This is an optimization exercise on Yosys and OpenROAD, whose aim is a short achievable clock period and few clock cycles per item, not a production implementation.
Only simulation tests tie the RTL to the original design; equivalence was not proved.
No activity file was given, so power comes from the tool's default toggle rates.

### design/flow/config.mk
export PLATFORM = sky130hd
export DESIGN_NAME = lc4_top
export DESIGN_NICKNAME = lc4_top
export VERILOG_FILES = /design/flow/design.v
export SDC_FILE = /design/flow/constraint.sdc
export NUM_CORES = 4
export LEC_CHECK = 0
export ABC_CLOCK_PERIOD_IN_PS = 2000
export CAP_MARGIN = 20
export CORE_MARGIN = 2
export CORE_UTILIZATION = 40
export SETUP_SLACK_MARGIN = 2.0
export SLEW_MARGIN = 20
### design/flow/constraint.sdc
create_clock -name core_clock -period 4.3 [get_ports {clk}]
set_input_delay 0.8600 -clock core_clock [delete_from_list [all_inputs] [get_ports {clk}]]
set_output_delay 0.8600 -clock core_clock [all_outputs]
set_load 0.01 [all_outputs]
### design/flow/design.v
`timescale 1ns/100ps
package lc4_isa_pkg;
   localparam int NUM_REGS = 8;
   localparam logic [3:0] OP_BR    = 4'b0000;
   localparam logic [3:0] OP_ADD   = 4'b0001;
   localparam logic [3:0] OP_AND   = 4'b0101;
   localparam logic [3:0] OP_LDR   = 4'b0110;
   localparam logic [3:0] OP_STR   = 4'b0111;
   localparam logic [3:0] OP_CONST = 4'b1001;
endpackage
`timescale 1ns/100ps
module lc4_decoder
(
   input  logic [15:0] i_insn,
   output logic        o_valid,
   output logic        o_rs_re,
   output logic        o_rt_re,
   output logic        o_rf_we,
   output logic        o_is_load,
   output logic        o_is_store,
   output logic        o_is_branch,
   output logic        o_is_const,
   output logic        o_is_and,
   output logic        o_use_imm,
   output logic [2:0]  o_rs_sel,
   output logic [2:0]  o_rt_sel,
   output logic [2:0]  o_wsel
);
   logic [3:0] op;
   logic       alu_ok;
   assign op     = i_insn[15:12];
   assign alu_ok = (op == lc4_isa_pkg::OP_ADD || op == lc4_isa_pkg::OP_AND) &&
                   (i_insn[5] || i_insn[4:3] == 2'b00);
   assign o_is_load   = op == lc4_isa_pkg::OP_LDR;
   assign o_is_store  = op == lc4_isa_pkg::OP_STR;
   assign o_is_branch = op == lc4_isa_pkg::OP_BR;
   assign o_is_const  = op == lc4_isa_pkg::OP_CONST;
   assign o_is_and    = op == lc4_isa_pkg::OP_AND;
   assign o_rf_we     = alu_ok || o_is_const || o_is_load;
   assign o_valid     = o_rf_we || o_is_store || o_is_branch;
   assign o_rs_re     = alu_ok || o_is_load || o_is_store;
   assign o_rt_re     = (alu_ok && !i_insn[5]) || o_is_store;
   assign o_use_imm   = !(alu_ok && !i_insn[5]);
   assign o_rs_sel    = i_insn[8:6];
   assign o_rt_sel    = o_is_store ? i_insn[11:9] : i_insn[2:0];
   assign o_wsel      = i_insn[11:9];
endmodule
`timescale 1ns/100ps
module lc4_regfile
(
   input  logic        clk,
   input  logic        i_reset,
   input  logic [2:0]  i_rs_sel,
   input  logic [2:0]  i_rt_sel,
   output logic [15:0] o_rs_data,
   output logic [15:0] o_rt_data,
   input  logic        i_we,
   input  logic [2:0]  i_wsel,
   input  logic [15:0] i_wdata
);
   logic [15:0] regs [8];
   always_ff @(posedge clk) begin
      if (i_reset) begin
         for (int i = 0; i < 8; i++) begin
            regs[i] <= '0;
         end
      end else if (i_we) begin
         regs[i_wsel] <= i_wdata;
      end
   end
   assign o_rs_data = regs[i_rs_sel];
   assign o_rt_data = regs[i_rt_sel];
endmodule
`timescale 1ns/100ps
`timescale 1ns/100ps
`timescale 1ns/100ps
module lc4_add16
(
   input  logic [15:0] i_a,
   input  logic [15:0] i_b,
   output logic [15:0] o_sum
);
   logic [15:0] g [5];
   logic [15:0] p [5];
   assign g[0] = i_a & i_b;
   assign p[0] = i_a ^ i_b;
   for (genvar k = 0; k < 4; k++) begin : g_lvl
      for (genvar i = 0; i < 16; i++) begin : g_bit
         if (i >= (1 << k)) begin : g_comb
            assign g[k+1][i] = g[k][i] | (p[k][i] & g[k][i - (1 << k)]);
            assign p[k+1][i] = p[k][i] & p[k][i - (1 << k)];
         end else begin : g_pass
            assign g[k+1][i] = g[k][i];
            assign p[k+1][i] = p[k][i];
         end
      end
   end
   assign o_sum = p[0] ^ {g[4][14:0], 1'b0};
endmodule
`timescale 1ns/100ps
`timescale 1ns/100ps
module lc4_pipeline
#(
   parameter logic [15:0] RESET_PC = 16'h8200
) (
   input  logic        clk,
   input  logic        i_reset,
   output logic [15:0] o_imem_addr,
   input  logic [15:0] i_imem_data,
   output logic [15:0] o_dmem_addr,
   output logic        o_dmem_we,
   output logic [15:0] o_dmem_wdata,
   input  logic [15:0] i_dmem_data,
   output logic        o_retire_valid,
   output logic [15:0] o_retire_pc,
   output logic [15:0] o_retire_insn,
   output logic        o_retire_rf_we,
   output logic [2:0]  o_retire_wsel,
   output logic [15:0] o_retire_wdata
);
   localparam int NBTB = 4;
   logic [15:0] pc_q;
   logic [NBTB-1:0] btb_v;
   logic [15:0]     btb_pc  [NBTB];
   logic [15:0]     btb_tgt [NBTB];
   logic [1:0]      btb_ptr;
   logic        fd_valid;
   logic [15:0] fd_pc;
   logic [15:0] fd_insn;
   logic        fd_pred;
   logic [15:0] fd_pcp1;
   logic [9:0]  fd_lo;
   logic [2:0]  fd_rt_sel;
   logic        fd_use_imm;
   logic [15:0] fd_imm;
   logic [6:0]  fd_hi_inc;
   logic [6:0]  fd_hi_dec;
   logic [NBTB-1:0] fd_hit_v;
   logic        fd_use_rs;
   logic        fd_use_rt;
   logic        dx_valid;
   logic [15:0] dx_pc;
   logic [15:0] dx_insn;
   logic        dx_rf_we;
   logic [2:0]  dx_wsel;
   logic        dx_is_load;
   logic        dx_is_store;
   logic        dx_is_br;
   logic        dx_is_and;
   logic [15:0] dx_a;
   logic [15:0] dx_b;
   logic [15:0] dx_sd;
   logic        dx_sd_fwd;
   logic        dx_pred;
   logic [NBTB-1:0] dx_hit_v;
   logic [15:0] dx_tgt;
   logic [15:0] dx_alt;
   logic        xm_valid;
   logic [15:0] xm_pc;
   logic [15:0] xm_insn;
   logic        xm_rf_we;
   logic [2:0]  xm_wsel;
   logic        xm_is_load;
   logic        xm_we;
   logic [15:0] xm_res;
   logic [15:0] xm_sd;
   logic        xm_z;
   logic [2:0]  xm_nzp;
   logic [2:0]  nzp_q;
   logic        mw_valid;
   logic [15:0] mw_pc;
   logic [15:0] mw_insn;
   logic        mw_rf_we;
   logic [2:0]  mw_wsel;
   logic [15:0] mw_data;
   logic        stall;
   logic [15:0] x_res;
   logic        x_br;
   logic        redirect;
   logic [15:0] m_result;
   logic [2:0]  m_nzp;
   logic [NBTB-1:0] f_hit_v;
   logic            f_hit;
   logic [15:0]     f_tgt;
   logic [15:0]     f_pcp1;
   logic [15:0]     f_next;
   logic            f_use_rs;
   logic            f_use_rt;
   assign o_imem_addr = pc_q;
   logic [2:0]  f_rt_sel;
   logic [15:0] f_imm;
   assign f_rt_sel = i_imem_data[15:12] == lc4_isa_pkg::OP_STR ? i_imem_data[11:9] : i_imem_data[2:0];
   always_comb begin
      case (i_imem_data[15:12])
         lc4_isa_pkg::OP_LDR, lc4_isa_pkg::OP_STR: f_imm = {{10{i_imem_data[5]}}, i_imem_data[5:0]};
         lc4_isa_pkg::OP_CONST:                    f_imm = {{7{i_imem_data[8]}}, i_imem_data[8:0]};
         default:                                  f_imm = {{11{i_imem_data[4]}}, i_imem_data[4:0]};
      endcase
   end
   always_comb begin
      case (i_imem_data[15:12])
         lc4_isa_pkg::OP_ADD, lc4_isa_pkg::OP_AND: begin
            f_use_rs = 1'b1;
            f_use_rt = !i_imem_data[5];
         end
         lc4_isa_pkg::OP_LDR, lc4_isa_pkg::OP_STR: begin
            f_use_rs = 1'b1;
            f_use_rt = 1'b0;
         end
         default: begin
            f_use_rs = 1'b0;
            f_use_rt = 1'b0;
         end
      endcase
   end
   assign f_pcp1      = pc_q + 16'd1;
   always_comb begin
      f_tgt = '0;
      for (int i = 0; i < NBTB; i++) begin
         f_hit_v[i] = btb_v[i] && btb_pc[i] == pc_q;
         f_tgt      = f_tgt | ({16{f_hit_v[i]}} & btb_tgt[i]);
      end
   end
   assign f_hit = |f_hit_v;
   always_comb begin
      if (stall)      f_next = pc_q;
      else if (f_hit) f_next = f_tgt;
      else            f_next = f_pcp1;
   end
   always_ff @(posedge clk) begin
      if (i_reset)       pc_q <= RESET_PC;
      else if (redirect) pc_q <= dx_alt;
      else               pc_q <= f_next;
   end
   always_ff @(posedge clk) begin
      if (i_reset || redirect) fd_valid <= 1'b0;
      else if (!stall)         fd_valid <= 1'b1;
   end
   always_ff @(posedge clk) begin
      if (!stall) begin
         fd_pc   <= pc_q;
         fd_pcp1 <= f_pcp1;
         fd_lo   <= 10'(({1'b0, pc_q[8:0], 1'b1} + {1'b0, i_imem_data[8:0], 1'b1}) >> 1);
         fd_rt_sel  <= f_rt_sel;
         fd_use_imm <= !((i_imem_data[15:12] == lc4_isa_pkg::OP_ADD ||
                          i_imem_data[15:12] == lc4_isa_pkg::OP_AND) && !i_imem_data[5]);
         fd_imm     <= f_imm;
         fd_hi_inc <= pc_q[15:9] + 7'd1 + {6'd0, pc_q[8:0] == 9'h1ff};
         fd_hi_dec <= pc_q[15:9] - 7'd1 + {6'd0, pc_q[8:0] == 9'h1ff};
         fd_insn <= i_imem_data;
         fd_pred <= f_hit;
         fd_hit_v <= f_hit_v;
         fd_use_rs <= f_use_rs;
         fd_use_rt <= f_use_rt;
      end
   end
   always_ff @(posedge clk) begin
      if (i_reset) begin
         btb_v   <= '0;
         btb_ptr <= '0;
      end else if (redirect && !dx_pred) begin
         btb_v[btb_ptr] <= 1'b1;
         btb_ptr        <= btb_ptr + 1'b1;
      end else if (redirect && dx_pred) begin
         btb_v <= btb_v & ~dx_hit_v;
      end
   end
   always_ff @(posedge clk) begin
      if (x_br && !dx_pred) begin
         btb_pc[btb_ptr]  <= dx_pc;
         btb_tgt[btb_ptr] <= dx_tgt;
      end
   end
   logic        d_valid;
   logic        d_rs_re;
   logic        d_rt_re;
   logic        d_rf_we;
   logic        d_is_load;
   logic        d_is_store;
   logic        d_is_br;
   logic        d_is_const;
   logic        d_is_and;
   logic        d_use_imm;
   logic [2:0]  d_rs_sel;
   logic [2:0]  d_rt_sel;
   logic [2:0]  d_wsel;
   logic [15:0] rf_rs;
   logic [15:0] rf_rt;
   logic [15:0] d_rs_val;
   logic [15:0] d_rt_val;
   logic [15:0] d_pcp1;
   logic [15:0] d_target;
   logic [6:0]  d_hi;
   logic        x_wr_rt;
   lc4_decoder lc4_decoder_i (
      .i_insn      (fd_insn),
      .o_valid     (d_valid),
      .o_rs_re     (d_rs_re),
      .o_rt_re     (d_rt_re),
      .o_rf_we     (d_rf_we),
      .o_is_load   (d_is_load),
      .o_is_store  (d_is_store),
      .o_is_branch (d_is_br),
      .o_is_const  (d_is_const),
      .o_is_and    (d_is_and),
      .o_use_imm   (d_use_imm),
      .o_rs_sel    (d_rs_sel),
      .o_rt_sel    (d_rt_sel),
      .o_wsel      (d_wsel)
   );
   lc4_regfile lc4_regfile_i (
      .clk       (clk),
      .i_reset   (i_reset),
      .i_rs_sel  (d_rs_sel),
      .i_rt_sel  (fd_rt_sel),
      .o_rs_data (rf_rs),
      .o_rt_data (rf_rt),
      .i_we      (mw_valid && mw_rf_we),
      .i_wsel    (mw_wsel),
      .i_wdata   (mw_data)
   );
   always_comb begin
      if (xm_valid && xm_rf_we && xm_wsel == d_rs_sel)      d_rs_val = m_result;
      else if (mw_valid && mw_rf_we && mw_wsel == d_rs_sel) d_rs_val = mw_data;
      else                                                  d_rs_val = rf_rs;
      if (xm_valid && xm_rf_we && xm_wsel == fd_rt_sel)      d_rt_val = m_result;
      else if (mw_valid && mw_rf_we && mw_wsel == fd_rt_sel) d_rt_val = mw_data;
      else                                                  d_rt_val = rf_rt;
   end
   assign x_wr_rt = dx_valid && dx_rf_we && dx_wsel == fd_rt_sel;
   assign stall = fd_valid && dx_valid && dx_rf_we &&
                  ((fd_use_rs && fd_insn[8:6] == dx_wsel) || (fd_use_rt && fd_insn[2:0] == dx_wsel));
   assign d_pcp1 = fd_pcp1;
   always_comb begin
      case ({fd_insn[8], fd_lo[9]})
         2'b01:   d_hi = fd_hi_inc;
         2'b10:   d_hi = fd_hi_dec;
         default: d_hi = fd_pcp1[15:9];
      endcase
   end
   assign d_target = {d_hi, fd_lo[8:0]};
   always_ff @(posedge clk) begin
      if (i_reset) begin
         dx_valid <= 1'b0;
      end else begin
         dx_valid <= fd_valid && d_valid && !stall && !redirect;
      end
   end
   always_ff @(posedge clk) begin
      dx_pc       <= fd_pc;
      dx_insn     <= fd_insn;
      dx_rf_we    <= d_rf_we;
      dx_wsel     <= d_wsel;
      dx_is_load  <= d_is_load;
      dx_is_store <= d_is_store;
      dx_is_br    <= d_is_br;
      dx_is_and   <= d_is_and;
      dx_a        <= d_is_const ? 16'd0 : d_rs_val;
      dx_b        <= fd_use_imm ? fd_imm : d_rt_val;
      dx_sd       <= d_rt_val;
      dx_sd_fwd   <= x_wr_rt;
      dx_pred     <= fd_pred;
      dx_hit_v    <= fd_hit_v;
      dx_tgt      <= d_target;
      dx_alt      <= fd_pred ? d_pcp1 : d_target;
   end
   logic [15:0] x_a;
   logic [15:0] x_b;
   logic [15:0] x_sum;
   logic        x_z;
   logic [2:0]  cond;
   assign x_a = dx_a;
   assign x_b = dx_b;
   lc4_add16 lc4_add16_i (
      .i_a   (x_a),
      .i_b   (x_b),
      .o_sum (x_sum)
   );
   assign x_res = dx_is_and ? (x_a & x_b) : x_sum;
   assign x_z = dx_is_and ? ((x_a & x_b) == 16'd0)
                          : ((x_a ^ x_b) == {x_a[14:0] | x_b[14:0], 1'b0});
   logic [2:0] x_mask;
   logic       r_n;
   logic       r_z;
   logic       r_p;
   logic       r_reg;
   logic       m_z;
   logic       m_ld_flags;
   assign x_br   = dx_valid && dx_is_br;
   assign x_mask = dx_insn[11:9];
   assign r_n    = x_br && (x_mask[2] != dx_pred);
   assign r_z    = x_br && (x_mask[1] != dx_pred);
   assign r_p    = x_br && (x_mask[0] != dx_pred);
   always_comb begin
      if (xm_valid && xm_rf_we) cond = xm_nzp;
      else                      cond = nzp_q;
   end
   assign r_reg      = x_br && (((x_mask & cond) != 3'b000) != dx_pred);
   assign m_ld_flags = xm_valid && xm_rf_we && xm_is_load;
   assign m_z        = i_dmem_data == 16'd0;
   always_comb begin
      if (!m_ld_flags)         redirect = r_reg;
      else if (i_dmem_data[15]) redirect = r_n;
      else if (m_z)             redirect = r_z;
      else                      redirect = r_p;
   end
   always_ff @(posedge clk) begin
      if (i_reset) begin
         xm_valid <= 1'b0;
         xm_we    <= 1'b0;
      end else begin
         xm_valid <= dx_valid;
         xm_we    <= dx_valid && dx_is_store;
      end
   end
   always_ff @(posedge clk) begin
      xm_pc      <= dx_pc;
      xm_insn    <= dx_insn;
      xm_rf_we   <= dx_rf_we;
      xm_wsel    <= dx_wsel;
      xm_is_load <= dx_is_load;
      xm_res     <= x_res;
      xm_sd      <= dx_sd_fwd ? m_result : dx_sd;
      xm_z       <= x_z;
   end
   assign o_dmem_addr  = xm_res;
   assign o_dmem_we    = xm_we;
   assign o_dmem_wdata = xm_sd;
   assign m_result = xm_is_load ? i_dmem_data : xm_res;
   assign xm_nzp   = {xm_res[15], xm_z, !xm_res[15] && !xm_z};
   assign m_nzp    = xm_is_load ? {i_dmem_data[15], m_z, !i_dmem_data[15] && !m_z} : xm_nzp;
   always_ff @(posedge clk) begin
      if (i_reset) begin
         nzp_q <= 3'b000;
      end else if (xm_valid && xm_rf_we) begin
         nzp_q <= m_nzp;
      end
   end
   always_ff @(posedge clk) begin
      if (i_reset) begin
         mw_valid <= 1'b0;
         mw_rf_we <= 1'b0;
      end else begin
         mw_valid <= xm_valid;
         mw_rf_we <= xm_rf_we;
      end
   end
   always_ff @(posedge clk) begin
      mw_pc   <= xm_pc;
      mw_insn <= xm_insn;
      mw_wsel <= xm_wsel;
      mw_data <= m_result;
   end
   assign o_retire_valid = mw_valid;
   assign o_retire_pc    = mw_pc;
   assign o_retire_insn  = mw_insn;
   assign o_retire_rf_we = mw_rf_we;
   assign o_retire_wsel  = mw_wsel;
   assign o_retire_wdata = mw_data;
endmodule
`timescale 1ns/100ps
module lc4_top (
   input  logic        clk,
   input  logic        i_reset,
   output logic [15:0] o_imem_addr,
   input  logic [15:0] i_imem_data,
   output logic [15:0] o_dmem_addr,
   output logic        o_dmem_we,
   output logic [15:0] o_dmem_wdata,
   input  logic [15:0] i_dmem_data,
   output logic        o_retire_valid,
   output logic [15:0] o_retire_pc,
   output logic [15:0] o_retire_insn,
   output logic        o_retire_rf_we,
   output logic [2:0]  o_retire_wsel,
   output logic [15:0] o_retire_wdata
);
   lc4_pipeline #(
      .RESET_PC (16'h8200)
   ) lc4_pipeline_i (
      .clk            (clk),
      .i_reset        (i_reset),
      .o_imem_addr    (o_imem_addr),
      .i_imem_data    (i_imem_data),
      .o_dmem_addr    (o_dmem_addr),
      .o_dmem_we      (o_dmem_we),
      .o_dmem_wdata   (o_dmem_wdata),
      .i_dmem_data    (i_dmem_data),
      .o_retire_valid (o_retire_valid),
      .o_retire_pc    (o_retire_pc),
      .o_retire_insn  (o_retire_insn),
      .o_retire_rf_we (o_retire_rf_we),
      .o_retire_wsel  (o_retire_wsel),
      .o_retire_wdata (o_retire_wdata)
   );
endmodule
### design/flow/run.sh
#!/bin/bash
# synth_recipe.tcl (not shown) runs the flow's synth.tcl, then flattens the netlist and writes it again
# the make line also repeats each setting of config.mk as NAME=value (left out here)
make -C /OpenROAD-flow-scripts/flow DESIGN_CONFIG=/design/flow/config.mk WORK_HOME=/design/flow/orfs CLKGATE_MAP_FILE= SYNTH_SCRIPT=/design/flow/synth_recipe.tcl finish
==> impl_metrics.ini, run 1 <==
[cts]
numCtsBuffers = 60
clock_latency_ns = 0.64
cts-root-buf = clkbuf_16
cts_buffer_depth = 3
cts_sinks = 617
h-tree-depth = 2
cts_tree = done
clkTransAtPathRegs_ns = 0.07

[synth]
syn_area_per_cell_um2 = 13.45
synth_top_area_cell = edfxtp_1
synth_fa_ha_area_share_pct = 2.757
synth_mux_area_share_pct = 9.998
yosys_warnings = 5
netlist_area_um2 = 25060
syn_inst = 1863
synthArstFlopShare_pct = 0
synth_seq_area_share_pct = 62.96
synth_nets = 1951
ys_seq_elements = 617
ys.flop_type = edfxtp_1
synth_cell_types = 66
synth-simple-area-share_pct = 10.56
synth_compound_area_share_pct = 6.027
synth-edff-count = 342
synth_xor_area_share_pct = 4.894
synth.top_cell.area_share_pct = 40.99
synth_top_family_by_area = simple AND/OR/NAND/NOR gates
netlist_top_cells_area = edfxtp_1, dfxtp_1, mux4_2

[timing]
skew_ns = 0.02299
relSlewSlack_pct = 33.59
fmax_ghz = 0.3671
tns_ns = 0
layout_setup_ws_ns = 1.576
period_share_pct = 63.35
rsz0062_at_grt = yes
setup_viol_count_final = 0
hold_viol_final = 0
maxSlewViolCount = 0
tightestPinTransition_ns = 0.9961
min_period_ns = 2.724
whs_ns = 0.3256

[worst_setup_path]
crit_chain = buf_6 > nor4_4 > nand4_1 > mux2_4 > o31ai_4 > buf_4 > nor3_4 > or2_4 > buf_12 > nor3_1 > a32o_1
worstSetupPathType = in -> reg
cp-start-kind = primary input
slowest_stage = mux2_4
slowest_delay_ns = 0.38
crit_buf_inv = 3
arrival_ns = 3.30
cp_max_fo = 6
critPathTopFamily = simple AND/OR/NAND/NOR gates
end_kind = flip-flop
cp.required_ns = 4.88

[global_routing]
grt_pass1_wl_um = 99240
grt_pass1_vias = 16202
grt_start_max_net_pins = 50
overflow = 0
grt.total_usage_pct = 20.68
antenna_found_initial = 3

[floorplanning]
io_pins = 136
die_w_um = 254.3
die_h_um = 254.3
die_area_um2 = 64660
core_um2 = 61830
num_rows = 91
initial_core_util_pct = 40.53

[job]
drv_cap = 0

[drt]
drt_iter0_markers = 1260
drc = 0
vias = 15610
drtPass1Iterations = 7
routed_via_density = 5.202
avgRoutedWirePerCell_um = 22.37
routed_wl_um = 67130
ant_nets = 0

[cells_and_area]
utilization_pct = 50.36
nets = 2200
post_route_cells_drive_above_1_share_pct = 25.60
final_area_um2 = 31130
diodes = 0
final.fill_count = 5305
area_delta_synth_final_pct = 24.26

[pwr]
p_per_area_nw_per_um2 = 441.7
p_leak_nw = 12.00
ir_drop_uv = 338.9

[place]
place_ws_ns = 0.3920
port_buffers = 135
dpl.hpwl_um = 42500
gp_congestion = 0.8355
placed_area_um2 = 27550

[hold_path]
hp-class = reg -> reg

[outcome]
status = no timing/DRC/antenna violations
==> worst paths after layout <==
check | from | endpoint | slack [ns] | cells after the start
worst min register to register | lc4_pipeline_i.xm_insn[8] | lc4_pipeline_i.mw_insn[8] | 0.33 | 0
worst min-delay path | lc4_pipeline_i.xm_insn[8] | lc4_pipeline_i.mw_insn[8] | 0.33 | 0
worst max-delay path | i_dmem_data[8] | lc4_pipeline_i.pc_q[5] | 1.58 | 11
worst max register to register | lc4_pipeline_i.pc_q[3] | lc4_pipeline_i.pc_q[6] | 1.72 | 10
==> placed cells by master, fill, tap and decap left out, types with 16 or more instances in the layout <==
master         instances
clkbuf_16             65
mux4_2                64
edfxtp_1             342
dfxtp_1              232
ha_1                  38
dlygate4sd2_1         89
a21oi_1               63
dfxtp_4               36
mux2i_1               35
o21ai_1               18
clkbuf_1              19
buf_6                 27
and2_1               134
nor4_1                16
nand4_1               23
xnor2_1               75
o21ai_0               36
buf_12                16
xor2_1                61
nand2_1               92
inv_1                 54
nor2_1               113
mux2_2                61
buf_4                103
nand3_1               19
==> Yosys cell counts, types with 18 or more instances <==
master / number
edfxtp_1: 342
nor2_1: 115
o21ai_0: 49
ha_1: 52
buf_2: 24
nand3_1: 21
a21oi_1: 73
nor4_1: 24
inv_1: 64
dfxtp_1: 275
nor3_1: 19
a22oi_1: 18
mux2i_1: 35
xor2_1: 62
and2_1: 134
clkbuf_1: 58
mux4_2: 64
nand2_1: 93
nand4_1: 23
xnor2_1: 78
mux2_2: 62
==> layout make-up <==
class | count | area [µm²] | area share [%]
Sequential cell | 617 | 15920 | 51.13
Multi-Input combinational cell | 1082 | 9189 | 29.51
Timing Repair Buffer | 287 | 2690 | 8.640
Clock buffer | 95 | 1849 | 5.940
Tap cell | 837 | 1047 | 3.364
Inverter | 64 | 252.7 | 0.8118
Clock inverter | 19 | 186.4 | 0.5988
==> flip-flops by register name (all words and copies together), names as in the netlist, 16 cells and up, named ones only <==
signal and flops:
lc4_pipeline_i.fd_pcp1 16, lc4_pipeline_i.dx_alt 16, lc4_pipeline_i.dx_insn 16, lc4_pipeline_i.dx_b 16, lc4_pipeline_i.mw_data 16, lc4_pipeline_i.mw_insn 16
lc4_pipeline_i.lc4_regfile_i.regs 128, lc4_pipeline_i.dx_sd 16, lc4_pipeline_i.mw_pc 16, lc4_pipeline_i.btb_tgt 64, lc4_pipeline_i.fd_pc 16, lc4_pipeline_i.xm_insn 16
lc4_pipeline_i.dx_pc 16, lc4_pipeline_i.xm_pc 16, lc4_pipeline_i.pc_q 16, lc4_pipeline_i.dx_a 16, lc4_pipeline_i.xm_sd 16, lc4_pipeline_i.dx_tgt 16
lc4_pipeline_i.btb_pc 64, lc4_pipeline_i.xm_res 16
==> logic make-up after synthesis <==
family	after synthesis
buf+inv	164
simple gates	495
compound gates	231
flops	617
xor+xnor	140
mux	162
fa+ha+maj	54
==> where the power goes <==
| part | switching (mW) | internal, mW | leakage, nW |
|---|---|---|---|
| logic | 0.761 | 0.669 | 5.30 |
| registers | 0.364 | 6.56 | 5.70 |
| clock network | 2.32 | 3.08 | 0.998 |
| total | 3.44 | 10.3 | 12.0 |
==> per-stage QoR <==
stage          power, mW  cells
3_3_place_gp       8.408   2779
5_1_grt            14.23   3001
6_report           13.75   3001
4_1_cts            13.83   2982
3_5_place_dp       8.430   2779
2_1_floorplan      7.634   1863
==> worst reg2reg max path: cells and delay by family (launching register included) <==
kind,cells,cell delay [ns]
xor+xnor,1,0.19
flops,1,0.38
buf+inv,2,0.31
simple gates,5,1.09
compound gates,2,0.49
==> metal layers <==
metal  vias to the layer above  global-route usage, %  wire, µm
li1                       7238                      -         -
met1                      7812                  25.44     27480
met2                       420                  36.22     33730
met3                       136                  3.899      3669
met4                         4                  7.445      2216
met5                         -                      0        27
==> repair_timing <==
item | CTS | global route
setup endpoints to repair | 292 | 92
endpoints found under the hold margin | 0 | 0
hold buffers | 0 | 0
resized for setup | 373 | 42
pin swaps | 64 | 39
cloned | 3 | 1
setup buffers | 86 | 18
Testbench counts, summed over its fixed seeds: cycles 49,175, items 42,737.
==> inputs of run 2 (changes only) <==
--- a/design/flow/design.v
+++ b/design/flow/design.v
@@ -152,6 +152,7 @@
    logic [15:0] dx_sd;
    logic        dx_sd_fwd;
    logic        dx_pred;
+   logic        dx_inbtb;
    logic [NBTB-1:0] dx_hit_v;
    logic [15:0] dx_tgt;
    logic [15:0] dx_alt;
@@ -177,8 +178,16 @@
    logic [15:0] x_res;
    logic        x_br;
    logic        redirect;
+   logic        d_redirect;
+   logic        x_taken;
+   logic            upd_add;
+   logic            upd_drop;
+   logic [15:0]     upd_pc;
+   logic [15:0]     upd_tgt;
+   logic [NBTB-1:0] upd_hit_v;
    logic [15:0] m_result;
    logic [2:0]  m_nzp;
+   logic        m_z;
    logic [NBTB-1:0] f_hit_v;
    logic            f_hit;
    logic [15:0]     f_tgt;
@@ -230,10 +239,11 @@
    always_ff @(posedge clk) begin
       if (i_reset)       pc_q <= RESET_PC;
       else if (redirect) pc_q <= dx_alt;
+      else if (d_redirect) pc_q <= d_target;
       else               pc_q <= f_next;
    end
    always_ff @(posedge clk) begin
-      if (i_reset || redirect) fd_valid <= 1'b0;
+      if (i_reset || redirect || d_redirect) fd_valid <= 1'b0;
       else if (!stall)         fd_valid <= 1'b1;
    end
    always_ff @(posedge clk) begin
@@ -258,17 +268,17 @@
       if (i_reset) begin
          btb_v   <= '0;
          btb_ptr <= '0;
-      end else if (redirect && !dx_pred) begin
+      end else if (upd_add) begin
          btb_v[btb_ptr] <= 1'b1;
          btb_ptr        <= btb_ptr + 1'b1;
-      end else if (redirect && dx_pred) begin
-         btb_v <= btb_v & ~dx_hit_v;
+      end else if (upd_drop) begin
+         btb_v <= btb_v & ~upd_hit_v;
       end
    end
    always_ff @(posedge clk) begin
-      if (x_br && !dx_pred) begin
-         btb_pc[btb_ptr]  <= dx_pc;
-         btb_tgt[btb_ptr] <= dx_tgt;
+      if (upd_add) begin
+         btb_pc[btb_ptr]  <= upd_pc;
+         btb_tgt[btb_ptr] <= upd_tgt;
       end
    end
    logic        d_valid;
@@ -329,7 +339,8 @@
    end
    assign x_wr_rt = dx_valid && dx_rf_we && dx_wsel == fd_rt_sel;
    assign stall = fd_valid && dx_valid && dx_rf_we &&
-                  ((fd_use_rs && fd_insn[8:6] == dx_wsel) || (fd_use_rt && fd_insn[2:0] == dx_wsel));
+                  ((fd_use_rs && fd_insn[8:6] == dx_wsel) || (fd_use_rt && fd_insn[2:0] == dx_wsel) ||
+                   (d_is_br && dx_is_load));
    assign d_pcp1 = fd_pcp1;
    always_comb begin
       case ({fd_insn[8], fd_lo[9]})
@@ -339,6 +350,10 @@
       endcase
    end
    assign d_target = {d_hi, fd_lo[8:0]};
+   logic d_spred;
+   assign d_spred    = d_is_br && !fd_pred && fd_insn[11:9] != 3'b000 &&
+                       (fd_insn[8] || fd_insn[11:9] == 3'b111);
+   assign d_redirect = fd_valid && d_spred && !redirect && !stall;
    always_ff @(posedge clk) begin
       if (i_reset) begin
          dx_valid <= 1'b0;
@@ -359,10 +374,11 @@
       dx_b        <= fd_use_imm ? fd_imm : d_rt_val;
       dx_sd       <= d_rt_val;
       dx_sd_fwd   <= x_wr_rt;
-      dx_pred     <= fd_pred;
+      dx_pred     <= fd_pred || d_spred;
+      dx_inbtb    <= fd_pred;
       dx_hit_v    <= fd_hit_v;
       dx_tgt      <= d_target;
-      dx_alt      <= fd_pred ? d_pcp1 : d_target;
+      dx_alt      <= (fd_pred || d_spred) ? d_pcp1 : d_target;
    end
    logic [15:0] x_a;
    logic [15:0] x_b;
@@ -380,29 +396,27 @@
    assign x_z = dx_is_and ? ((x_a & x_b) == 16'd0)
                           : ((x_a ^ x_b) == {x_a[14:0] | x_b[14:0], 1'b0});
    logic [2:0] x_mask;
-   logic       r_n;
-   logic       r_z;
-   logic       r_p;
-   logic       r_reg;
-   logic       m_z;
-   logic       m_ld_flags;
    assign x_br   = dx_valid && dx_is_br;
    assign x_mask = dx_insn[11:9];
-   assign r_n    = x_br && (x_mask[2] != dx_pred);
-   assign r_z    = x_br && (x_mask[1] != dx_pred);
-   assign r_p    = x_br && (x_mask[0] != dx_pred);
    always_comb begin
       if (xm_valid && xm_rf_we) cond = xm_nzp;
       else                      cond = nzp_q;
    end
-   assign r_reg      = x_br && (((x_mask & cond) != 3'b000) != dx_pred);
-   assign m_ld_flags = xm_valid && xm_rf_we && xm_is_load;
-   assign m_z        = i_dmem_data == 16'd0;
-   always_comb begin
-      if (!m_ld_flags)         redirect = r_reg;
-      else if (i_dmem_data[15]) redirect = r_n;
-      else if (m_z)             redirect = r_z;
-      else                      redirect = r_p;
+   assign x_taken  = (x_mask & cond) != 3'b000;
+   assign redirect = x_br && (x_taken != dx_pred);
+   always_ff @(posedge clk) begin
+      if (i_reset) begin
+         upd_add  <= 1'b0;
+         upd_drop <= 1'b0;
+      end else begin
+         upd_add  <= x_br && x_taken && !dx_inbtb;
+         upd_drop <= x_br && !x_taken && dx_inbtb;
+      end
+   end
+   always_ff @(posedge clk) begin
+      upd_pc    <= dx_pc;
+      upd_tgt   <= dx_tgt;
+      upd_hit_v <= dx_hit_v;
    end
    always_ff @(posedge clk) begin
       if (i_reset) begin
@@ -428,6 +442,7 @@
    assign o_dmem_wdata = xm_sd;
    assign m_result = xm_is_load ? i_dmem_data : xm_res;
    assign xm_nzp   = {xm_res[15], xm_z, !xm_res[15] && !xm_z};
+   assign m_z      = i_dmem_data == 16'd0;
    assign m_nzp    = xm_is_load ? {i_dmem_data[15], m_z, !i_dmem_data[15] && !m_z} : xm_nzp;
    always_ff @(posedge clk) begin
       if (i_reset) begin
==> impl_metrics.ini, run 2 <==
[floorplanning]
die_w_um = 258.4
die_h_um = 258.4
die_area_um2 = 66780
initial_core_util_pct = 40.31
core_um2 = 64230
io_pins = 136
num_rows = 93

[synth]
syn_area_per_cell_um2 = 13.15
synth_mux_area_share_pct = 9.312
ys.flop_type = edfxtp_1
netlist_top_cells_area = edfxtp_1, dfxtp_1, mux4_2
synth-edff-count = 342
synthArstFlopShare_pct = 0
synth_seq_area_share_pct = 62.70
synth_top_family_by_area = simple AND/OR/NAND/NOR gates
synth.top_cell.area_share_pct = 39.66
syn_inst = 1969
synth_nets = 2061
yosys_warnings = 5
synth_xor_area_share_pct = 4.769
synth_compound_area_share_pct = 6.089
ys_seq_elements = 640
synth_top_area_cell = edfxtp_1
synth_fa_ha_area_share_pct = 2.861
netlist_area_um2 = 25890
synth_commonest_cells = edfxtp_1, dfxtp_1, and2_1, nor2_1, xor2_1
synth.most_common_cell = edfxtp_1
synth_cell_types = 70
synth-simple-area-share_pct = 11.53

[worst_setup_path]
critPathTopFamily = simple AND/OR/NAND/NOR gates
r2r-start = lc4_pipeline_i.pc_q[0]
slowest_stage = or4_4
arrival_ns = 3.01
cp.required_ns = 4.83
worstRegToRegCells = 9
r2r_end = lc4_pipeline_i.pc_q[11]
crit_end = lc4_pipeline_i.pc_q[11]
cp-start-kind = flip-flop
cp_max_fo = 7
crit_buf_inv = 2
crit_chain = buf_12 > xor2_1 > or4_4 > nor3b_4 > buf_12 > a22oi_2 > and3_4 > a211o_1 > a211oi_2
reg2reg_slack_ns = 1.81
crit_top_cell = buf_12
setup.worst_path.start = lc4_pipeline_i.pc_q[0]
slowest_delay_ns = 0.52
worstSetupPathType = reg -> reg
end_kind = flip-flop
cp.depth = 9

[global_routing]
grt_pass1_wl_um = 102600
overflow = 0
grt_pass1_vias = 16791
grt_start_max_net_pins = 57
grt.total_usage_pct = 20.32
antenna_found_initial = 1

[drt]
drtPass1Iterations = 5
ant_nets = 0
drt_iter0_markers = 1403
drc = 0
routed_via_density = 5.330
vias = 16618
avgRoutedWirePerCell_um = 22.14
routed_wl_um = 69040

[pwr]
power_mw = 14.45
p_leak_nw = 12.45
ir_drop_uv = 435.6
p_per_area_nw_per_um2 = 451.7

[cells_and_area]
reg_top3 = lc4_pipeline_i.lc4_regfile_i.regs (128), lc4_pipeline_i.btb_pc (64), lc4_pipeline_i.btb_tgt (64)
nets = 2301
final.fill_count = 5519
post_route_cells_drive_above_1_share_pct = 22.93
area_delta_synth_final_pct = 23.57
seq_area_um2 = 16360
diodes = 0
multi_input_area_um2 = 9558
final_cell_mix = edfxtp_1, dfxtp_1, and2_1
final_common_cell = edfxtp_1
top_register = lc4_pipeline_i.lc4_regfile_i.regs
largest_reg_flops = 128

[place]
place_ws_ns = 0.9902
dpl.hpwl_um = 44890
gp_congestion = 0.8964
port_buffers = 135

[cts]
cts_buffer_depth = 3
cts-root-buf = clkbuf_16
cts_sinks = 640
clock_latency_ns = 0.61
cts_tree = done
h-tree-depth = 3
clkTransAtPathRegs_ns = 0.06
numCtsBuffers = 68

[timing]
fmax_ghz = 0.4020
relSlewSlack_pct = 36.86
rsz0062_at_grt = yes
tns_ns = 0
hold_viol_final = 0
tightestPinTransition_ns = 0.9459
min_period_ns = 2.487
setup_viol_count_final = 0
layout_setup_ws_ns = 1.813
skew_ns = 0.02397
whs_ns = 0.3136
maxSlewViolCount = 0
period_share_pct = 57.85

[hold_path]
hp-class = reg -> reg

[job]
drv_cap = 0

[outcome]
status = no timing/DRC/antenna violations
-- run 2: cell count changes after synthesis, moves of 9 or more --
cell,change
nand3_1,+22
xor2_1,+35
a211oi_1,+9
o21ai_1,-14
nor2_1,+19
dfxtp_1,+23
xnor2_1,-34
nor4_1,+13
or2_2,+9
-- run 2: where the power goes --
group          switching [mW]  internal [mW]
sequential              0.352           6.82
clock                    2.49           3.27
combinational           0.821          0.701
-- run 2: cell families (layout without fill, tap and decap cells) --
logic type,count (synthesis),in the layout
adder cells (fa/ha/maj),58,58
buffers and inverters,168,460
AND/OR/NAND/NOR,558,560
XOR/XNOR,141,141
AO/OA/AOI/OAI,250,250
multiplexers,154,154
flip-flops,640,640
-- run 2: metrics by stage --
step / instance area, µm² / utilization, % / cells
3_5_place_dp: 28240 / 43.97 / 2895
6_report: 32000 / 49.81 / 3118
3_3_place_gp: 28240 / 43.97 / 2895
4_1_cts: 31360 / 48.82 / 3083
2_1_floorplan: 26010 / - / 1969
5_1_grt: 32000 / 49.81 / 3118
-- run 2: how the worst min path moves through the flow --
stage	startpoint	to	slack, ns	depth (start not counted)
after detailed placement	lc4_pipeline_i.xm_insn[12]	lc4_pipeline_i.mw_insn[12]	0.31	0
after floorplan	lc4_pipeline_i.xm_insn[0]	lc4_pipeline_i.mw_insn[0]	0.31	0
after CTS	lc4_pipeline_i.dx_pc[4]	lc4_pipeline_i.xm_pc[4]	0.32	0
after global placement	lc4_pipeline_i.dx_pc[6]	lc4_pipeline_i.xm_pc[6]	0.31	0
final	lc4_pipeline_i.xm_insn[3]	lc4_pipeline_i.mw_insn[3]	0.31	0
after global routing	lc4_pipeline_i.xm_insn[12]	lc4_pipeline_i.mw_insn[12]	0.33	0
-- run 2: final cells by class --
class                   instances  share of cell area, %
repair buffers                270                  7.911
clock buffers                  88                  5.878
multi-input cells            1163                  29.87
inverters                      66                 0.8329
clock inverters                36                  1.040
well taps                     855                  3.344
flip-flops and latches        640                  51.12
-- run 2: worst register-to-register path: stages, from the launching register on --
cell,delay (ns)
dfxtp_4,0.37
buf_12,0.14
xor2_1,0.17
or4_4,0.52
nor3b_4,0.23
buf_12,0.16
a22oi_2,0.09
and3_4,0.21
a211o_1,0.30
a211oi_2,0.21
-- run 2: routing by layer --
layer	track usage (%)	wire length (µm)
met3	2.954	3346
met5	0	0
met4	7.306	2152
met2	34.69	34280
met1	26.37	29260
-- run 2: repair_timing --
| action | 4_1_cts | 5_1_grt |
|---|---|---|
| pin swaps | 11 | 43 |
| cloned | 2 | 3 |
| hold buffers | 0 | 0 |
| endpoints found under the hold margin | 0 | 0 |
| setup buffers | 62 | 32 |
| gates resized for setup | 236 | 83 |
| setup endpoints to repair | 290 | 73 |
Testbench counts of run 2, summed over its fixed seeds: cycles 48,944, items 42,737.
==> inputs of run 3 (changes only) <==
--- a/design/flow/design.v
+++ b/design/flow/design.v
@@ -72,6 +72,27 @@
    assign o_rt_data = regs[i_rt_sel];
 endmodule
 `timescale 1ns/100ps
+module lc4_btb_lookup
+#(
+   parameter int NBTB = 4
+) (
+   input  logic [NBTB-1:0]    i_v,
+   input  logic [16*NBTB-1:0] i_pc,
+   input  logic [16*NBTB-1:0] i_tgt,
+   input  logic [15:0]        i_addr,
+   output logic [NBTB-1:0]    o_hit_v,
+   output logic               o_hit,
+   output logic [15:0]        o_tgt
+);
+   always_comb begin
+      o_tgt = '0;
+      for (int i = 0; i < NBTB; i++) begin
+         o_hit_v[i] = i_v[i] && i_pc[16*i +: 16] == i_addr;
+         o_tgt      = o_tgt | ({16{o_hit_v[i]}} & i_tgt[16*i +: 16]);
+      end
+   end
+   assign o_hit = |o_hit_v;
+endmodule
 `timescale 1ns/100ps
 `timescale 1ns/100ps
 module lc4_add16
@@ -122,6 +143,7 @@
    logic [15:0] pc_q;
    logic [NBTB-1:0] btb_v;
    logic [15:0]     btb_pc  [NBTB];
+   logic [15:0]     btb_pcm1 [NBTB];
    logic [15:0]     btb_tgt [NBTB];
    logic [1:0]      btb_ptr;
    logic        fd_valid;
@@ -163,10 +185,11 @@
    logic [2:0]  xm_wsel;
    logic        xm_is_load;
    logic        xm_we;
+   logic [15:0] xm_sum;
+   logic [15:0] xm_and;
+   logic        xm_is_and;
    logic [15:0] xm_res;
    logic [15:0] xm_sd;
-   logic        xm_z;
-   logic [2:0]  xm_nzp;
    logic [2:0]  nzp_q;
    logic        mw_valid;
    logic [15:0] mw_pc;
@@ -175,18 +198,18 @@
    logic [2:0]  mw_wsel;
    logic [15:0] mw_data;
    logic        stall;
-   logic [15:0] x_res;
    logic        x_br;
    logic        redirect;
    logic        d_redirect;
+   logic [15:0] d_target;
    logic        x_taken;
    logic            upd_add;
    logic            upd_drop;
    logic [15:0]     upd_pc;
+   logic [15:0]     upd_pcm1;
    logic [15:0]     upd_tgt;
    logic [NBTB-1:0] upd_hit_v;
    logic [15:0] m_result;
-   logic [2:0]  m_nzp;
    logic        m_z;
    logic [NBTB-1:0] f_hit_v;
    logic            f_hit;
@@ -222,15 +245,99 @@
          end
       endcase
    end
-   assign f_pcp1      = pc_q + 16'd1;
+   logic f_lo_c;
+   assign f_lo_c = pc_q[8:0] == 9'h1ff;
+   assign f_pcp1 = {f_lo_c ? pc_q[15:9] + 7'd1 : pc_q[15:9], pc_q[8:0] + 9'd1};
+   logic [16*NBTB-1:0] btb_pc_f;
+   logic [16*NBTB-1:0] btb_pcm1_f;
+   logic [16*NBTB-1:0] btb_tgt_f;
+   logic [NBTB-1:0]    lk_hit_v [3];
+   logic [2:0]         lk_hit;
+   logic [15:0]        lk_tgt   [3];
+   logic [NBTB-1:0]    nx_hit_v;
+   logic               nx_hit;
+   logic [15:0]        nx_tgt;
+   logic [NBTB-1:0]    q_hit_v;
+   logic               q_hit;
+   logic [15:0]        q_tgt;
    always_comb begin
-      f_tgt = '0;
       for (int i = 0; i < NBTB; i++) begin
-         f_hit_v[i] = btb_v[i] && btb_pc[i] == pc_q;
-         f_tgt      = f_tgt | ({16{f_hit_v[i]}} & btb_tgt[i]);
+         btb_pc_f[16*i +: 16]   = btb_pc[i];
+         btb_pcm1_f[16*i +: 16] = btb_pcm1[i];
+         btb_tgt_f[16*i +: 16]  = btb_tgt[i];
+      end
+   end
+   lc4_btb_lookup #(
+      .NBTB (NBTB)
+   ) lc4_btb_lookup_seq (
+      .i_v     (btb_v),
+      .i_pc    (btb_pcm1_f),
+      .i_tgt   (btb_tgt_f),
+      .i_addr  (pc_q),
+      .o_hit_v (lk_hit_v[0]),
+      .o_hit   (lk_hit[0]),
+      .o_tgt   (lk_tgt[0])
+   );
+   lc4_btb_lookup #(
+      .NBTB (NBTB)
+   ) lc4_btb_lookup_tgt (
+      .i_v     (btb_v),
+      .i_pc    (btb_pc_f),
+      .i_tgt   (btb_tgt_f),
+      .i_addr  (q_tgt),
+      .o_hit_v (lk_hit_v[1]),
+      .o_hit   (lk_hit[1]),
+      .o_tgt   (lk_tgt[1])
+   );
+   lc4_btb_lookup #(
+      .NBTB (NBTB)
+   ) lc4_btb_lookup_alt (
+      .i_v     (btb_v),
+      .i_pc    (btb_pc_f),
+      .i_tgt   (btb_tgt_f),
+      .i_addr  (dx_alt),
+      .o_hit_v (lk_hit_v[2]),
+      .o_hit   (lk_hit[2]),
+      .o_tgt   (lk_tgt[2])
+   );
+   assign f_hit_v = q_hit_v;
+   assign f_hit   = q_hit;
+   assign f_tgt   = q_tgt;
+   always_comb begin
+      if (redirect) begin
+         nx_hit_v = lk_hit_v[2];
+         nx_hit   = lk_hit[2];
+         nx_tgt   = lk_tgt[2];
+      end else if (d_redirect) begin
+         nx_hit_v = '0;
+         nx_hit   = 1'b0;
+         nx_tgt   = q_tgt;
+      end else if (stall) begin
+         nx_hit_v = q_hit_v;
+         nx_hit   = q_hit;
+         nx_tgt   = q_tgt;
+      end else if (f_hit) begin
+         nx_hit_v = lk_hit_v[1];
+         nx_hit   = lk_hit[1];
+         nx_tgt   = lk_tgt[1];
+      end else begin
+         nx_hit_v = lk_hit_v[0];
+         nx_hit   = lk_hit[0];
+         nx_tgt   = lk_tgt[0];
       end
    end
-   assign f_hit = |f_hit_v;
+   always_ff @(posedge clk) begin
+      if (i_reset) begin
+         q_hit_v <= '0;
+         q_hit   <= 1'b0;
+      end else begin
+         q_hit_v <= nx_hit_v;
+         q_hit   <= nx_hit;
+      end
+   end
+   always_ff @(posedge clk) begin
+      q_tgt <= nx_tgt;
+   end
    always_comb begin
       if (stall)      f_next = pc_q;
       else if (f_hit) f_next = f_tgt;
@@ -255,8 +362,8 @@
          fd_use_imm <= !((i_imem_data[15:12] == lc4_isa_pkg::OP_ADD ||
                           i_imem_data[15:12] == lc4_isa_pkg::OP_AND) && !i_imem_data[5]);
          fd_imm     <= f_imm;
-         fd_hi_inc <= pc_q[15:9] + 7'd1 + {6'd0, pc_q[8:0] == 9'h1ff};
-         fd_hi_dec <= pc_q[15:9] - 7'd1 + {6'd0, pc_q[8:0] == 9'h1ff};
+         fd_hi_inc <= f_lo_c ? pc_q[15:9] + 7'd2 : pc_q[15:9] + 7'd1;
+         fd_hi_dec <= f_lo_c ? pc_q[15:9] : pc_q[15:9] - 7'd1;
          fd_insn <= i_imem_data;
          fd_pred <= f_hit;
          fd_hit_v <= f_hit_v;
@@ -278,6 +385,7 @@
    always_ff @(posedge clk) begin
       if (upd_add) begin
          btb_pc[btb_ptr]  <= upd_pc;
+         btb_pcm1[btb_ptr] <= upd_pcm1;
          btb_tgt[btb_ptr] <= upd_tgt;
       end
    end
@@ -299,7 +407,6 @@
    logic [15:0] d_rs_val;
    logic [15:0] d_rt_val;
    logic [15:0] d_pcp1;
-   logic [15:0] d_target;
    logic [6:0]  d_hi;
    logic        x_wr_rt;
    lc4_decoder lc4_decoder_i (
@@ -384,7 +491,7 @@
    logic [15:0] x_b;
    logic [15:0] x_sum;
    logic        x_z;
-   logic [2:0]  cond;
+   logic        x_n;
    assign x_a = dx_a;
    assign x_b = dx_b;
    lc4_add16 lc4_add16_i (
@@ -392,17 +499,13 @@
       .i_b   (x_b),
       .o_sum (x_sum)
    );
-   assign x_res = dx_is_and ? (x_a & x_b) : x_sum;
    assign x_z = dx_is_and ? ((x_a & x_b) == 16'd0)
                           : ((x_a ^ x_b) == {x_a[14:0] | x_b[14:0], 1'b0});
+   assign x_n = dx_is_and ? (x_a[15] & x_b[15]) : x_sum[15];
    logic [2:0] x_mask;
    assign x_br   = dx_valid && dx_is_br;
    assign x_mask = dx_insn[11:9];
-   always_comb begin
-      if (xm_valid && xm_rf_we) cond = xm_nzp;
-      else                      cond = nzp_q;
-   end
-   assign x_taken  = (x_mask & cond) != 3'b000;
+   assign x_taken  = (x_mask & nzp_q) != 3'b000;
    assign redirect = x_br && (x_taken != dx_pred);
    always_ff @(posedge clk) begin
       if (i_reset) begin
@@ -415,6 +518,7 @@
    end
    always_ff @(posedge clk) begin
       upd_pc    <= dx_pc;
+      upd_pcm1  <= dx_pc - 16'd1;
       upd_tgt   <= dx_tgt;
       upd_hit_v <= dx_hit_v;
    end
@@ -433,22 +537,24 @@
       xm_rf_we   <= dx_rf_we;
       xm_wsel    <= dx_wsel;
       xm_is_load <= dx_is_load;
-      xm_res     <= x_res;
+      xm_sum     <= x_sum;
+      xm_and     <= x_a & x_b;
+      xm_is_and  <= dx_is_and;
       xm_sd      <= dx_sd_fwd ? m_result : dx_sd;
-      xm_z       <= x_z;
    end
-   assign o_dmem_addr  = xm_res;
+   assign o_dmem_addr  = xm_sum;
    assign o_dmem_we    = xm_we;
    assign o_dmem_wdata = xm_sd;
+   assign xm_res   = xm_is_and ? xm_and : xm_sum;
    assign m_result = xm_is_load ? i_dmem_data : xm_res;
-   assign xm_nzp   = {xm_res[15], xm_z, !xm_res[15] && !xm_z};
    assign m_z      = i_dmem_data == 16'd0;
-   assign m_nzp    = xm_is_load ? {i_dmem_data[15], m_z, !i_dmem_data[15] && !m_z} : xm_nzp;
    always_ff @(posedge clk) begin
       if (i_reset) begin
          nzp_q <= 3'b000;
-      end else if (xm_valid && xm_rf_we) begin
-         nzp_q <= m_nzp;
+      end else if (dx_valid && dx_rf_we && !dx_is_load) begin
+         nzp_q <= {x_n, x_z, !x_n && !x_z};
+      end else if (xm_valid && xm_is_load) begin
+         nzp_q <= {i_dmem_data[15], m_z, !i_dmem_data[15] && !m_z};
       end
    end
    always_ff @(posedge clk) begin
==> impl_metrics.ini, run 3 <==
[floorplanning]
core_um2 = 79000
die_w_um = 286.4
num_rows = 103
io_pins = 136
die_h_um = 286.4
initial_core_util_pct = 40.39
die_area_um2 = 82050

[cells_and_area]
nets = 2861
diodes = 0
area_delta_synth_final_pct = 21.97
final_cell_mix = edfxtp_1, dfxtp_1, nand2_1
final.fill_count = 6888
largest_reg_flops = 128
utilization_pct = 49.26
final_area_um2 = 38920
final_common_cell = edfxtp_1
post_route_cells_drive_above_1_share_pct = 21.20
top_register = lc4_pipeline_i.lc4_regfile_i.regs

[worst_setup_path]
worstRegToRegCells = 9
worstSetupPathType = reg -> reg
cp_max_fo = 4
cp.required_ns = 4.81
slowest_delay_ns = 0.42
end_kind = flip-flop
crit_chain = inv_2 > ha_4 > a211oi_2 > o21a_1 > or3_4 > o311ai_2 > o211ai_1 > xnor2_2 > o31a_1
cp-start-kind = flip-flop
arrival_ns = 2.94
slowest_stage = or3_4

[cts]
cts_sinks = 757
clkTransAtPathRegs_ns = 0.06
clock_latency_ns = 0.62
h-tree-depth = 3
cts-root-buf = clkbuf_16
cts_tree = done
cts_buffer_depth = 3
numCtsBuffers = 79
hold_buffers = 0

[synth]
synth-edff-count = 422
netlist_top_cells_area = edfxtp_1, dfxtp_1, xnor2_1
synth.top_cell.area_share_pct = 39.71
synth.most_common_cell = edfxtp_1
synth_seq_area_share_pct = 60.73
synth_commonest_cells = edfxtp_1, dfxtp_1, nand2_1, xnor2_1, a21oi_1
synth_cell_types = 65
ys_seq_elements = 757
syn_inst = 2504
netlist_area_um2 = 31910
syn_area_per_cell_um2 = 12.74
synth_nets = 2598
synthArstFlopShare_pct = 0
ys.flop_type = edfxtp_1
synth_top_area_cell = edfxtp_1
yosys_warnings = 8

[timing]
setup_viol_count_final = 0
rsz0062_at_grt = yes
min_period_ns = 2.429
maxSlewViolCount = 0
layout_setup_ws_ns = 1.871
tns_ns = 0
period_share_pct = 56.48
relSlewSlack_pct = 36.49
hold_viol_final = 0
fmax_ghz = 0.4118
skew_ns = 0.02272
tightestPinTransition_ns = 0.9514

[drt]
avgRoutedWirePerCell_um = 24.71
wl_met1_um = 37710
met2WireLength_um = 46840
drt_iter0_markers = 2385
dr_wl_met3_um = 7125
drc = 0
top_layer = met5
routed_via_density = 5.501
ant_nets = 0
vias = 21343
routed_wl_um = 95880
drtPass1Iterations = 9

[global_routing]
grt_pass1_vias = 21729
grt_pass1_wl_um = 139600
overflow = 0
grt_start_max_net_pins = 49
antenna_found_initial = 4
grt.total_usage_pct = 22.92

[job]
drv_cap = 0

[place]
place_ws_ns = 1.202
dpl.hpwl_um = 61460
placed_area_um2 = 34320
gp_congestion = 0.9215
port_buffers = 135

[hold_path]
min_delay_path_depth = 0
hp-class = reg -> reg

[outcome]
status = no timing/DRC/antenna violations

[pwr]
p_per_area_nw_per_um2 = 433.9
p_leak_nw = 14.99
ir_drop_uv = 330.1
==> run 3: cell count changes in the layout (fill, tap and decap cells not counted), moves of 34 or more <==
cell	change
nand2_1	+134
mux2i_1	+34
buf_4	+36
a21oi_1	+56
xnor2_1	+126
a222oi_1	+44
edfxtp_1	+80
==> run 3: final cells by class <==
class                      count  area (µm²)  share of cell area, %
sequential                   757       19520                  50.16
multi-input combinational   1539       12100                  31.09
timing repair buffer         329        3192                  8.201
clock buffer                 114        2295                  5.896
tap                         1050        1314                  3.376
clock inverter                30       246.5                 0.6333
inverter                      60       241.5                 0.6205
timing repair inverter         1       8.758                0.02250
==> run 3: worst paths after layout <==
path / endpoint / slack (ns) / startpoint
worst min-delay path: lc4_pipeline_i.xm_insn[5] / 0.32 / lc4_pipeline_i.dx_insn[5]
worst max register to register: lc4_pipeline_i.nzp_q[2] / 1.87 / lc4_pipeline_i.dx_b[1]
worst min register to register: lc4_pipeline_i.xm_insn[5] / 0.32 / lc4_pipeline_i.dx_insn[5]
worst max-delay path: lc4_pipeline_i.nzp_q[2] / 1.87 / lc4_pipeline_i.dx_b[1]
==> run 3: what timing repair did <==
action,CTS,global route
setup endpoints to repair,302,73
buffers inserted,85,40
cloned,9,3
pin swaps,55,54
gates resized for setup,305,78
==> run 3: power breakdown <==
group          switching (mW)  internal [mW]
clock                    2.89           3.85
sequential              0.484           8.08
combinational           0.864          0.717
total                    4.23           12.7
==> run 3: layer usage <==
metal,vias up,track usage [%]
met4,6,9.607
met3,228,3.879
met2,1006,38.79
met1,10569,29.05
li1,9534,-
met5,-,0
==> run 3: kinds of logic after synthesis <==
| kind of cell | Yosys count | share of synthesized area (%) |
|---|---|---|
| multiplexers | 164 | 7.779 |
| AO/OA/AOI/OAI | 337 | 6.721 |
| XOR/XNOR | 284 | 7.795 |
| buffers and inverters | 208 | 3.125 |
| adder cells (fa/ha/maj) | 60 | 2.400 |
| AND/OR/NAND/NOR | 694 | 11.45 |
| flip-flops | 757 | 60.73 |
==> run 3: metrics by stage <==
stage / total power, mW / hold slack [ns] / instances
floorplan: 9.375 / 0.3096 / 2504
global placement: 10.22 / 0.3114 / 3598
detailed placement: 10.25 / 0.3121 / 3599
CTS: 16.94 / 0.3122 / 3837
global route: 17.44 / 0.3223 / 3880
finish: 16.89 / 0.3166 / 3880
==> run 3: worst max-delay path, delay by kind of cell (launching register included) <==
kind	cells	cell delay [ns]
simple gates	1	0.42
xor+xnor	1	0.24
buf+inv	1	0.05
fa+ha+maj	1	0.28
compound gates	5	0.97
flops	1	0.34
Testbench counts of run 3, summed over its fixed seeds: cycles 49,058, items 42,737.
==> inputs of run 4 (changes only) <==
--- a/design/flow/design.v
+++ b/design/flow/design.v
@@ -169,6 +169,7 @@
    logic        dx_is_store;
    logic        dx_is_br;
    logic        dx_is_and;
+   logic        dx_slow;
    logic [15:0] dx_a;
    logic [15:0] dx_b;
    logic [15:0] dx_sd;
@@ -409,6 +410,8 @@
    logic [15:0] d_pcp1;
    logic [6:0]  d_hi;
    logic        x_wr_rt;
+   logic        x_wr_rs;
+   logic [15:0] x_quick;
    lc4_decoder lc4_decoder_i (
       .i_insn      (fd_insn),
       .o_valid     (d_valid),
@@ -445,9 +448,12 @@
       else                                                  d_rt_val = rf_rt;
    end
    assign x_wr_rt = dx_valid && dx_rf_we && dx_wsel == fd_rt_sel;
+   assign x_wr_rs = dx_valid && dx_rf_we && dx_wsel == d_rs_sel;
+   assign x_quick = dx_is_and ? (dx_a & dx_b) : dx_b;
    assign stall = fd_valid && dx_valid && dx_rf_we &&
-                  ((fd_use_rs && fd_insn[8:6] == dx_wsel) || (fd_use_rt && fd_insn[2:0] == dx_wsel) ||
-                   (d_is_br && dx_is_load));
+                  ((dx_slow && fd_use_rs && fd_insn[8:6] == dx_wsel) ||
+                   (dx_slow && fd_use_rt && fd_insn[2:0] == dx_wsel) ||
+                   (d_is_br && dx_is_load && fd_insn[11:9] != 3'b000 && fd_insn[11:9] != 3'b111));
    assign d_pcp1 = fd_pcp1;
    always_comb begin
       case ({fd_insn[8], fd_lo[9]})
@@ -477,10 +483,16 @@
       dx_is_store <= d_is_store;
       dx_is_br    <= d_is_br;
       dx_is_and   <= d_is_and;
-      dx_a        <= d_is_const ? 16'd0 : d_rs_val;
-      dx_b        <= fd_use_imm ? fd_imm : d_rt_val;
-      dx_sd       <= d_rt_val;
-      dx_sd_fwd   <= x_wr_rt;
+      if (d_is_const)                 dx_a <= 16'd0;
+      else if (x_wr_rs && !dx_slow)   dx_a <= x_quick;
+      else                            dx_a <= d_rs_val;
+      if (fd_use_imm)                 dx_b <= fd_imm;
+      else if (x_wr_rt && !dx_slow)   dx_b <= x_quick;
+      else                            dx_b <= d_rt_val;
+      if (x_wr_rt && !dx_slow)        dx_sd <= x_quick;
+      else                            dx_sd <= d_rt_val;
+      dx_slow     <= d_rf_we && !d_is_and && !d_is_const;
+      dx_sd_fwd   <= x_wr_rt && dx_slow;
       dx_pred     <= fd_pred || d_spred;
       dx_inbtb    <= fd_pred;
       dx_hit_v    <= fd_hit_v;
==> impl_metrics.ini, run 4 <==
[worst_setup_path]
setup.worst_path.start = lc4_pipeline_i.dx_alt[6]
end_kind = flip-flop
crit_buf_inv = 0
critPathTopFamily = simple AND/OR/NAND/NOR gates
cp_max_fo = 18
slowest_delay_ns = 0.62
arrival_ns = 2.91
worstSetupPathType = reg -> reg
slowest_stage = dfxtp_1
cp-start-kind = flip-flop
reg2reg_slack_ns = 1.89
cp.required_ns = 4.80
r2r-start = lc4_pipeline_i.dx_alt[6]
crit_chain = xnor2_1 > nand4_1 > nor4_1 > and3_4 > a222oi_1 > nand2_1 > and3_1

[cells_and_area]
top_register = lc4_pipeline_i.lc4_regfile_i.regs
post_route_cells_drive_above_1_share_pct = 24.41
final_common_cell = edfxtp_1
final.fill_count = 6942
largest_reg_flops = 128
area_delta_synth_final_pct = 22.63
nets = 2846
final_cell_mix = edfxtp_1, dfxtp_1, xnor2_1
fin_cells = 3882
final_area_um2 = 39970

[pwr]
p_sw_mw = 4.462
sw_frac_of_total_pct = 25.30
combPwrFrac_pct = 10.2
clkPwrFrac_pct = 40.8
p_leak_nw = 14.90
p_per_area_nw_per_um2 = 441.2
p_int_mw = 13.17
seq_power_share_pct = 49.0
ir_drop_uv = 272.3

[synth]
synth_nets = 2604
synth_commonest_cells = edfxtp_1, dfxtp_1, xnor2_1, and2_1, nand2_1
yosys_warnings = 8
ys_seq_elements = 758
synth_top_area_cell = edfxtp_1
synth.most_common_cell = edfxtp_1
syn_area_per_cell_um2 = 12.99
synth_cell_types = 85
netlist_area_um2 = 32590
synthArstFlopShare_pct = 0
netlist_top_cells_area = edfxtp_1, dfxtp_1, xnor2_1
syn_inst = 2510
synth-edff-count = 422
synth.top_cell.area_share_pct = 38.88
ys.flop_type = edfxtp_1
synth_seq_area_share_pct = 59.52

[cts]
clkTransAtPathRegs_ns = 0.06
numCtsBuffers = 82
clock_latency_ns = 0.65
cts_tree = done
cts_buffer_depth = 3
cts-root-buf = clkbuf_16
cts_sinks = 758
h-tree-depth = 3

[floorplanning]
initial_core_util_pct = 40.46
core_um2 = 80550
die_h_um = 289.5
io_pins = 136
die_area_um2 = 83780
num_rows = 104
die_w_um = 289.5

[global_routing]
busiest_layer = met2
grt.met3_usage_pct = 4.425
antenna_found_initial = 9
grt_start_max_net_pins = 67
grt.total_usage_pct = 23.51
grt_pass1_wl_um = 144600
grt_use_met1_pct = 31.00
use_met2_pct = 39.02
grt_pass1_vias = 21923
overflow = 0

[place]
dpl.hpwl_um = 65080
placed_area_um2 = 34930
port_buffers = 135
gp_congestion = 0.8848
dpl.cell_count = 3595

[timing]
min_period_ns = 2.410
setup_viol_count_final = 0
relSlewSlack_pct = 31.20
hold_viol_final = 0
fmax_ghz = 0.4149
rsz0062_at_grt = yes
tightestPinTransition_ns = 1.021
whs_ns = 0.3227
skew_ns = 0.03850
maxSlewViolCount = 0
period_share_pct = 56.06
tns_ns = 0

[outcome]
status = no timing/DRC/antenna violations

[drt]
routed_via_density = 5.664
drtPass1Iterations = 10
routed_wl_um = 100400
drc = 0
ant_nets = 0
avgRoutedWirePerCell_um = 25.86
drt_iter0_markers = 2404
vias = 21988

[job]
drv_cap = 0

[hold_path]
hp-class = reg -> reg
min-delay-start = lc4_pipeline_i.dx_tgt[6]
-- run 4: cell type report --
class | count | area [µm²] | share of cell area, %
diodes | 3 | 7.507 | 0.01878
clock buffers | 116 | 2342 | 5.860
clock inverters | 35 | 412.9 | 1.033
inverters | 71 | 290.3 | 0.7263
multi-input cells | 1523 | 12930 | 32.36
flip-flops and latches | 758 | 19570 | 48.95
well taps | 1060 | 1326 | 3.318
repair buffers | 316 | 3090 | 7.732
-- run 4: kinds of logic after synthesis --
logic type	share of synthesized area, %
AND/OR/NAND/NOR	10.27
buffers and inverters	3.374
multiplexers	8.496
flip-flops	59.52
AO/OA/AOI/OAI	8.388
XOR/XNOR	7.605
adder cells (fa/ha/maj)	2.349
-- run 4: metrics by stage --
step / util [%] / setup slack [ns] / power [mW]
after floorplan: - / 1.916 / 9.468
after global routing: 49.61 / 1.836 / 18.21
after CTS: 48.82 / 1.871 / 17.69
final: 49.62 / 1.890 / 17.63
after detailed placement: 43.36 / 1.148 / 10.43
after global placement: 43.36 / 1.197 / 10.41
-- run 4: power groups by stage --
stage / Combinational (mW) / Sequential, mW / Clock (mW)
final: 1.80 / 8.63 / 7.20
after global routing: 1.93 / 8.67 / 7.61
after CTS: 1.74 / 8.63 / 7.32
after detailed placement: 1.62 / 8.81 / 0
after global placement: 1.61 / 8.80 / 0
after floorplan: 0.947 / 8.52 / 0
-- run 4: timing repair --
| action | 4_1_cts | 5_1_grt |
|---|---|---|
| buffers inserted | 87 | 32 |
| pin swaps | 73 | 49 |
| hold buffers | 0 | 0 |
| endpoints found under the setup margin | 479 | 124 |
| gates resized for setup | 356 | 93 |
| cloned | 11 | 3 |
-- run 4: path summary, 6_finish.rpt --
check / to / cells past startpoint
worst max register to register: lc4_pipeline_i.q_tgt[10] / 7
worst max-delay path: lc4_pipeline_i.q_tgt[10] / 7
worst min register to register: lc4_pipeline_i.upd_tgt[6] / 0
worst min-delay path: lc4_pipeline_i.upd_tgt[6] / 0
-- run 4: metal layers --
layer,part of all wire [%],routed length [µm],vias up
li1,-,-,9668
met1,42,41890,11157
met2,48,47990,950
met3,7.2,7215,207
met4,3.2,3235,6
met5,0.041,41,-
Testbench counts of run 4, summed over its fixed seeds: cycles 48,297, items 42,737.

afterwards: timing with drivers on the ports:
The results above use ideal ports. As a check the final layouts listed here were re-extracted and re-timed, cells and wires unchanged. Step 1 assumes that a clkbuf_16 drives the clock port and a buf_2 every other input. Step 2 adds t to the input delays and takes it off the output delays; t is the mean of the earliest and latest rising clock arrival at the registers after step 1. Input paths then give back, and output paths get back, about the clock's delay inside the block. a / b / c = ideal ports / drivers / drivers and shift; a / b = the first two.
run | t, ns | setup WS [ns] | worst setup path after step 2
run 1 | 0.691 | 1.576 / 1.601 / 0.910 | input to register
run 2 | 0.665 | 1.813 / 1.813 / 1.458 | input to register
run 3 | 0.674 | 1.871 / 1.871 / 1.453 | input to register
run 4 | 0.688 | 1.890 / 1.890 / 1.319 | input to register
After both steps setup and hold are still met in every run listed. The setup slack of run 1, which loses most, moves by +0.025 ns with the drivers and by -0.666 ns with both steps.
